What follows belongs to an exercise in optimizing a design on an open flow for small area, a short achievable clock period and few clock cycles per item; a production flow would make more cautious choices.
Where RTL was checked, it was by simulation tests only, not by an equivalence proof against the original.
Power and IR drop assume default switching activity.

Design linear_scan_register_allocator_unit, start of the top module:
module linear_scan_register_allocator_unit #(
  parameter int MAX_REGS = lsra_pkg::MAX_REGS_DEF
) (
  input  logic                        clk,
  input  logic                        rst_n,
  input  logic                        in_valid,
  output logic                        in_ready,
  input  logic [lsra_pkg::VAR_W-1:0]   in_var_id,
  input  logic [lsra_pkg::POINT_W-1:0] in_start_point,
  input  logic [lsra_pkg::POINT_W-1:0] in_end_point,
  output logic                        out_valid,
  input  logic                        out_ready,
  output logic [lsra_pkg::VAR_W-1:0]   out_var,
  output logic                        out_spilled,
  output logic [lsra_pkg::REG_IDX_W-1:0] out_reg_index,
  output logic [lsra_pkg::SLOT_W-1:0]  out_stack_slot,
  output logic                        out_last,
  input  logic                        psel,
  input  logic                        penable,
  input  logic                        pwrite,
  input  logic [lsra_pkg::CFG_AW-1:0] paddr,
  input  logic [lsra_pkg::CFG_DW-1:0] pwdata,
  output logic [lsra_pkg::CFG_DW-1:0] prdata,
  output logic                        pready
);
  logic [lsra_pkg::NUM_REGS_W-1:0] num_regs;
  lsra_cfg u_cfg (
    .clk      (clk),
    .rst_n    (rst_n),
    .psel     (psel),
    .penable  (penable),
    .pwrite   (pwrite),
    .paddr    (paddr),
    .pwdata   (pwdata),
    .prdata   (prdata),
    .pready   (pready),
    .num_regs (num_regs)
  );
  lsra_ctrl #(
    .MAX_REGS (MAX_REGS)
  ) u_ctrl (
    .clk      (clk),
    .rst_n    (rst_n),
    .num_regs (num_regs),
    .in_valid       (in_valid),
    .in_ready       (in_ready),
    .in_var_id      (in_var_id),
    .in_start_point (in_start_point),
    .in_end_point   (in_end_point),
    .out_valid      (out_valid),
    .out_ready      (out_ready),
    .out_var        (out_var),
    .out_spilled    (out_spilled),
    .out_reg_index  (out_reg_index),
    .out_stack_slot (out_stack_slot),
    .out_last       (out_last)
  );
endmodule
Size: roughly 4700 cells after synthesis, about 48000 sq um of cells after synthesis.
==> flow/config.mk <==
export PLATFORM = sky130hd
export DESIGN_NAME = linear_scan_register_allocator_unit
export DESIGN_NICKNAME = linear_scan_register_allocator_unit
export VERILOG_FILES = /design/flow/design.v
export SDC_FILE = /design/flow/constraint.sdc
export NUM_CORES = 4
export LEC_CHECK = 0
export ABC_AREA = 1
export CAP_MARGIN = 20
export CORE_MARGIN = 2
export CORE_UTILIZATION = 40
export CTS_CLUSTER_DIAMETER = 150
export CTS_CLUSTER_SIZE = 25
export SETUP_SLACK_MARGIN = 4.5
export SLEW_MARGIN = 20
==> flow/constraint.sdc <==
create_clock -name core_clock -period 8.0 [get_ports {clk}]
set_input_delay 1.6000 -clock core_clock [delete_from_list [all_inputs] [get_ports {clk}]]
set_output_delay 1.6000 -clock core_clock [all_outputs]
set_load 0.01 [all_outputs]
run.sh (not shown) runs the stock make flow with config.mk's settings and CLKGATE_MAP_FILE= SYNTH_SCRIPT=/design/flow/synth_recipe.tcl, a recipe that flattens the netlist after the stock synthesis.
Testbench counts at the start, summed over its fixed seeds: cycles 14,328, items 12,000.
==> next run, changes <==
--- a/flow/config.mk
+++ b/flow/config.mk
@@ -7,3 +7,2 @@
 export LEC_CHECK = 0
-export ABC_AREA = 1
 export CAP_MARGIN = 20
@@ -11,4 +10,2 @@
 export CORE_UTILIZATION = 40
-export CTS_CLUSTER_DIAMETER = 150
-export CTS_CLUSTER_SIZE = 25
 export SETUP_SLACK_MARGIN = 4.5
Power goes up by a quarter to a third.
Design area grows by a few percent.
Synthesized cell count went down by about a fifth.
Wire length goes up by a few percent.
Synthesized area fell by a few percent.
Utilization is higher by 2.8 points.
Count of clock-buffer cells in the layout climbs by 60.
Critical path depth grows by 10.
Die area shrinks by a few percent.
Final cell count decreases by roughly a tenth.
==> next run, changes <==
--- a/flow/config.mk
+++ b/flow/config.mk
@@ -7,5 +7,8 @@
 export LEC_CHECK = 0
+export ABC_AREA = 1
 export CAP_MARGIN = 20
 export CORE_MARGIN = 2
-export CORE_UTILIZATION = 40
+export CORE_UTILIZATION = 30
+export CTS_CLUSTER_DIAMETER = 100
+export CTS_CLUSTER_SIZE = 25
 export SETUP_SLACK_MARGIN = 4.5
What happened: Sequential share of layout area rose by 0.35 points; routed wire length rose by about 5%; global-route usage fell by 6.2 points.
==> next run, changes <==
--- a/flow/config.mk
+++ b/flow/config.mk
@@ -10,3 +10,3 @@
 export CORE_MARGIN = 2
-export CORE_UTILIZATION = 30
+export CORE_UTILIZATION = 40
 export CTS_CLUSTER_DIAMETER = 100
@@ -15 +15,2 @@
 export SLEW_MARGIN = 20
+export TNS_END_PERCENT = 10
What happened:
- critical path depth stays the same
- worst setup slack got worse by 0.19 ns
- maximum frequency fell by 5.2%
- total power fell by 2.0%
- routed wire length fell by 7.5%
- count of clock-buffer cells in the layout fell by 9
- clock power fell by about 5%
- area after synthesis does not change
- non-clock buffer count fell by 37
- combinational power fell by 3.3%

========
Setup of run 1:
linear_scan_register_allocator_unit again, from the RTL that the note above started with.
Settings: LEC_CHECK=0, ABC_AREA=1, CAP_MARGIN=20, CORE_MARGIN=2, CORE_UTILIZATION=40, CTS_CLUSTER_DIAMETER=100, CTS_CLUSTER_SIZE=25, PLACE_DENSITY=0.75, SETUP_SLACK_MARGIN=4.5, SLEW_MARGIN=20; clock period 8.0 ns.
Run 1 ran to completion and came out clean on the timing, DRC and antenna checks.
Testbench counts of run 1, summed over its fixed seeds: cycles 14,328, items 12,000.
Edits applied to the flow inputs when going from run 1 to run 2:
diff --git a/flow/config.mk b/flow/config.mk
--- a/flow/config.mk
+++ b/flow/config.mk
@@ -6,11 +6,7 @@
 export NUM_CORES = 4
 export LEC_CHECK = 0
-export ABC_AREA = 1
 export CAP_MARGIN = 20
 export CORE_MARGIN = 2
-export CORE_UTILIZATION = 40
-export CTS_CLUSTER_DIAMETER = 100
-export CTS_CLUSTER_SIZE = 25
-export PLACE_DENSITY = 0.75
+export CORE_UTILIZATION = 55
 export SETUP_SLACK_MARGIN = 4.5
 export SLEW_MARGIN = 20
==> results.txt <==
Per the final summary, run 2 finished and its layout is clean on timing, DRC and antenna.
Run 2 ended up with a higher area growth from synthesis to final layout than run 1 did.
Run 2 gives more met2 capacity usage during global routing than run 1 did.
Comparing run 1 and run 2, number of global-route vias before repair is lower on run 2.
Between run 1 and run 2, routed wire length increased.
As far as wire length on met3 is concerned, run 2 and run 1 perform about the same.
Measured against each other, run 1 and run 2 differ in final cell utilization of the core, the lower figure coming from run 1.
Run 2 vs run 1, relative contribution of combinational cells to total power went down by 1.0 points.
Against run 1, run 2 comes in 1.4% lower on final estimated routing congestion in global placement.
Synthesized area: run 2 < run 1
The overall power consumption of run 2 was inferior to that of run 1.
Run 2 ends up with higher critical path depth than run 1 does.
Changes in run 3 relative to run 2:
diff --git a/flow/config.mk b/flow/config.mk
--- a/flow/config.mk
+++ b/flow/config.mk
@@ -6,7 +6,10 @@
 export NUM_CORES = 4
 export LEC_CHECK = 0
-export CAP_MARGIN = 20
+export ABC_AREA = 1
+export CAP_MARGIN = 0
 export CORE_MARGIN = 2
-export CORE_UTILIZATION = 55
+export CORE_UTILIZATION = 40
+export CTS_CLUSTER_DIAMETER = 100
+export CTS_CLUSTER_SIZE = 25
 export SETUP_SLACK_MARGIN = 4.5
-export SLEW_MARGIN = 20
+export SLEW_MARGIN = 0
Results
Run 3: all stages complete, timing, DRC and antenna checks passed
Against run 2, run 3 comes in 12 lower on total number of cells along the worst setup path.
[compare] base=run 2 new=run 3: maximum vdd ir drop went down by about 30%; met2 track demand over resource went down by 19 points.
For run 4, these inputs were changed with respect to run 3:
diff --git a/flow/config.mk b/flow/config.mk
--- a/flow/config.mk
+++ b/flow/config.mk
@@ -7,9 +7,9 @@
 export LEC_CHECK = 0
 export ABC_AREA = 1
-export CAP_MARGIN = 0
+export CAP_MARGIN = 20
 export CORE_MARGIN = 2
 export CORE_UTILIZATION = 40
-export CTS_CLUSTER_DIAMETER = 100
-export CTS_CLUSTER_SIZE = 25
+export CTS_CLUSTER_DIAMETER = 150
+export CTS_CLUSTER_SIZE = 20
 export SETUP_SLACK_MARGIN = 4.5
-export SLEW_MARGIN = 0
+export SLEW_MARGIN = 20
--- outcome ---
Depth of the critical timing path with buffers and inverters included came out higher on run 4 than on run 3.
Diff run 3..run 4 | clock slew seen by the registers of the worst setup and hold paths | negligible
Run 4 packs its core tighter than run 3.
In run 4 the sequential share of layout area turned out 0.20 points lower than in run 3.
Between run 3 and run 4, the proportion of cell area occupied by multi-input gates does not differ in any meaningful way.
Run 3 → run 4: power of the combinational group grew by about 1%; number of global-route vias before repair grew by about 0.6%.
Area added between synthesis and finish, run 3 and run 4: smaller value in run 3
The following lists how run 5 was set up differently from run 4:
diff --git a/flow/config.mk b/flow/config.mk
--- a/flow/config.mk
+++ b/flow/config.mk
@@ -10,6 +10,4 @@
 export CORE_MARGIN = 2
 export CORE_UTILIZATION = 40
-export CTS_CLUSTER_DIAMETER = 150
-export CTS_CLUSTER_SIZE = 20
 export SETUP_SLACK_MARGIN = 4.5
 export SLEW_MARGIN = 20
Notes after the runs:
- Run 5 against run 4: clock power share rose by 12 points; wire length rose by 990 um; wire length of the first global-routing pass rose by about 1.1%; maximum operating frequency stayed essentially flat; summed area of non-filler cells in the final layout rose by 3.1%.
- For the smallest setup slack after layout, run 5 came in 0.0047 ns higher than run 4 did.
- Relative to run 4, total power draw has increased by about 21% in run 5.

========
north:
linear_scan_register_allocator_unit, a different RTL version from the one above (not shown whole).
Size: roughly 3,500 cells after synthesis, about 160 I/O pins, roughly 45,000 um2 of cells after synthesis.
clock: 8.0 ns
lec_check: 0
cap_margin: 20
core_margin: 2
core_utilization: 40
slew_margin: 20
Testbench counts of north, summed over its fixed seeds: cycles 14,328, items 12,000.
> inputs changed (north -> south)
Settings: setting SETUP_SLACK_MARGIN to 4 for the first time.
## What came out
- Per the final summary, south finished and its layout is clean on timing, DRC and antenna.
- Final worst-path setup slack on south is ahead of north.
- On south: register fraction of the total cell area is 1.5 points lower than what north gave.
- Taking north as the reference, in south met2 usage in global routing shows no meaningful change; per-instance average area after synthesis saw little to no change; first-pass GRT wire length went up about 3%.
- In the reports for north and south, the larger internal portion of total power belongs to south.
- Length of routed met3 wiring: south higher than north
- south vs. north: clock period minus worst slack saw a decrease, portion of the layout cell area used by non-clock buffers higher.
The following lists how east was set up differently from south:
Settings: SETUP_SLACK_MARGIN: 4 -> 5.
Notes after the runs:
Combined global-route utilization of all metal layers delta for east relative to south: 1.5 points higher
Area occupied by registers of south is on par with east.
For sequential element share of the synthesized area, east and south come out practically identical.
Going from south to east, the number of antenna violations at the first check in global routing was found to have gone down by 2.
As of east, final routed wirelength across all metal layers had risen by more than 10% compared to south.

========
linear_scan_register_allocator_unit, a different RTL version from the one above (not shown whole).
Size in the first run: roughly 840 flip-flops, ~160 I/O pins, about 46,000 um2 of cells after synthesis.
export LEC_CHECK = 0
export CAP_MARGIN = 20
export CORE_MARGIN = 2
export CORE_UTILIZATION = 40
export CTS_BUF_LIST = sky130_fd_sc_hd__clkbuf_8
export CTS_CLUSTER_SIZE = 20
export SETUP_SLACK_MARGIN = 4.5
export SLEW_MARGIN = 20
create_clock -name core_clock -period 8.0 [get_ports {clk}]
The baseline ran to the end with no violations.
Then changed:
CTS_BUF_LIST = unset   (was sky130_fd_sc_hd__clkbuf_8)
CTS_CLUSTER_SIZE = unset   (was 20)
What happened: Cell count went down by about 2%; power went up by 4.9%; hold slack is better by 0.018 ns; sequential power stays flat; non-clock buffer count went down by 23; global-route usage went down by 0.31 points; sequential share of layout area barely changes.
Function was not checked in any run of this note: the RTL went through the layout flow alone.

========
v6:
Another version of the RTL of linear_scan_register_allocator_unit (not shown whole).
Size in the first run: ~850 flip-flops, ~160 I/O pins, ~0.048 mm2 of cells after synthesis.
make LEC_CHECK=0 ABC_AREA=1 CAP_MARGIN=20 CORE_MARGIN=2 CORE_UTILIZATION=40 CTS_CLUSTER_DIAMETER=100 CTS_CLUSTER_SIZE=25 SETUP_SLACK_MARGIN=4.4 SLEW_MARGIN=20 finish   # period 8.0 ns
diff inputs: v6 => v7
- changing SETUP_SLACK_MARGIN from 4.4 to 4.5
[summary]
v7: PASS, flow complete, no timing, DRC or antenna violations
Deepest level of the CTS H-tree delta (v7 -> v6): insignificant
v7 vs. v6: area used by sequential logic in the layout was more or less identical; power density over the cells held steady.
Compared with v6, routed wire length in v7 increased slightly.
Function was not checked in any run of this note: the RTL went through the layout flow alone.

========
oak:
linear_scan_register_allocator_unit, a different RTL version from the one above (not shown whole).
Size in the first run: roughly 840 flip-flops, ~0.046 mm² of cells after synthesis.
clock: 8.0 ns
lec_check: 0
cap_margin: 20
core_margin: 2
core_utilization: 40
setup_slack_margin: 5
slew_margin: 20
> inputs changed (oak -> pine)
Settings: changing SETUP_SLACK_MARGIN from 5 to 4.5.
## What came out
Looking at overall fraction of global-route tracks in use, pine sits 1.6 points below oak. oak has higher combinational fraction of design power than pine. Comparing oak and pine, the lower vias after detailed routing was measured on pine. Looking at switching power, pine sits 0.000052 W below oak. Of oak and pine, the higher switching part of the total belongs to oak. Between oak and pine, the flow reports number of fillers in the final layout increasing by a few percent. Between pine and oak, the number of combinational gates with multiple inputs figures differ only marginally. [compare] base=oak new=pine: critical path depth went down, portion of the clock cycle consumed by the worst path in the final layout went up 1.4 points. pine against oak: power -0.72%; worst setup slack -0.11 ns.
Function was not checked in any run of this note: the RTL went through the layout flow alone.

========
Another version of the RTL of linear_scan_register_allocator_unit (not shown whole).
Size: about 850 flip-flops.
clock: 8.0 ns
lec_check: 0
abc_area: 1
cap_margin: 20
core_margin: 2
core_utilization: 40
setup_slack_margin: 4.5
slew_margin: 20
The baseline finished with timing, DRC and antenna clean.
Testbench counts at the start, summed over its fixed seeds: cycles 14,328, items 12,000.
Next try:
--- a/flow/config.mk
+++ b/flow/config.mk
@@ -8 +7,0 @@
-export ABC_AREA = 1
The changed run completed without violations.
Routed wire length is higher by 2.4%.
Setup slack is worse by 46 ps.
Sequential share of layout area increases by 0.55 points.
Count of clock-buffer cells in the layout went up by 1.
First-iteration DRC count increases by 12%.

========
## P
linear_scan_register_allocator_unit with an RTL version that a note above also has.
For scale: roughly 850 flip-flops, about 160 I/O pins, about 0.048 mm^2 of cells after synthesis.
clock: 8.0 ns
lec_check: 0
abc_area: 1
cap_margin: 20
core_margin: 2
core_utilization: 40
setup_slack_margin: 4.75
slew_margin: 20
Testbench counts of P, summed over its fixed seeds: cycles 14,328, items 12,000.
Modified inputs, Q compared to P
- putting CTS_CLUSTER_SIZE at 25 where nothing was set
- putting CTS_CLUSTER_DIAMETER at 100 where nothing was set
- swapping 4.75 for 4.65 in SETUP_SLACK_MARGIN
### Flow results
- Setup slack after layout | Q below P
- | overall power of the completed layout | lower: Q |
- Compared with P, Q ends up with a smaller final cell area.
What R does differently from Q at the input level:
- SETUP_SLACK_MARGIN now 4.5, was 4.65
- Sort R and Q by non-clock buffer count in the final layout, descending, and Q comes first.
- Q -> R: layout net count decreased slightly
- R reached the final stage; the timing, DRC and antenna checks on its layout passed.
- From Q to R the numbers moved as follows: detailed-route wire length per cell decreased by about 2.5% relative to the old numbers, logic gate share of total power decreased by 0.2 points relative to the old numbers, final area decreased by 570 um^2 relative to the old numbers.
- Summary — wire length, R relative to Q: lower, by 4300 um.
- Looking at R and Q, the amount of wire on met2 after detailed routing is a wash.
- The post-layout minimum cycle time of R exceeds that of Q by 0.0066 ns.
- Looking only at number of iterations in the first detailed-routing pass, and setting everything else aside, the lower value of R and Q goes to Q.

-- re-timing with driven ports --
No port has a modelled driver above. Below, the same layouts with a new extraction and two added sets of constraints. Step 1 assumes that a clkbuf_16 drives the clock port and a buf_2 every other input. Step 2 moves the port delays by t, midway between the first and last clock arrival at a register: inputs arrive t later, outputs are due t later. That takes back most of the time a late clock gives input paths. a / b / c = ideal / step 1 / step 2; a / b = the first two.
run	t (ns)	setup slack, ns	worst register clock-pin slew, ns
the first run of note 1	0.702	4.488 / 4.440 / 4.440	0.12 / 0.12
the second run of note 1	0.754	4.431 / 4.394 / 4.394	0.07 / 0.07
the third run of note 1	0.709	4.497 / 4.447 / 4.053	0.12 / 0.12
the fourth run of note 1	0.724	4.306 / 4.231 / 4.037	0.11 / 0.11
run 1	0.727	4.430 / 4.430 / 4.106	0.11 / 0.11
run 2	0.742	4.371 / 4.371 / 4.371	0.07 / 0.07
run 3	0.705	4.479 / 4.440 / 4.440	0.11 / 0.11
run 4	0.736	4.468 / 4.399 / 4.440	0.10 / 0.10
run 5	0.752	4.472 / 4.404 / 4.440	0.07 / 0.07
north	0.742	2.378 / 2.378 / 2.378	0.07 / 0.07
south	0.746	3.902 / 3.902 / 3.902	0.07 / 0.07
east	0.746	3.982 / 3.982 / 3.982	0.07 / 0.07
the first run of note 4	0.908	4.460 / 4.420 / 4.387	0.08 / 0.08
the second run of note 4	0.744	4.457 / 4.417 / 4.417	0.07 / 0.07
v6	0.707	4.402 / 4.399 / 3.918	0.11 / 0.11
v7	0.704	4.466 / 4.418 / 3.889	0.11 / 0.11
oak	0.766	4.591 / 4.591 / 4.404	0.07 / 0.07
pine	0.750	4.482 / 4.450 / 4.339	0.06 / 0.06
the first run of note 7	0.760	4.475 / 4.425 / 4.150	0.06 / 0.06
the second run of note 7	0.732	4.428 / 4.358 / 4.330	0.07 / 0.07
P	0.765	4.499 / 4.450 / 4.450	0.07 / 0.07
Q	0.722	4.486 / 4.432 / 4.257	0.12 / 0.12
R	0.705	4.479 / 4.440 / 4.440	0.11 / 0.11
After both steps setup and hold are still met in every run listed. The setup slack of v7, which loses most, moves by -0.048 ns with the drivers and by -0.577 ns with both steps.
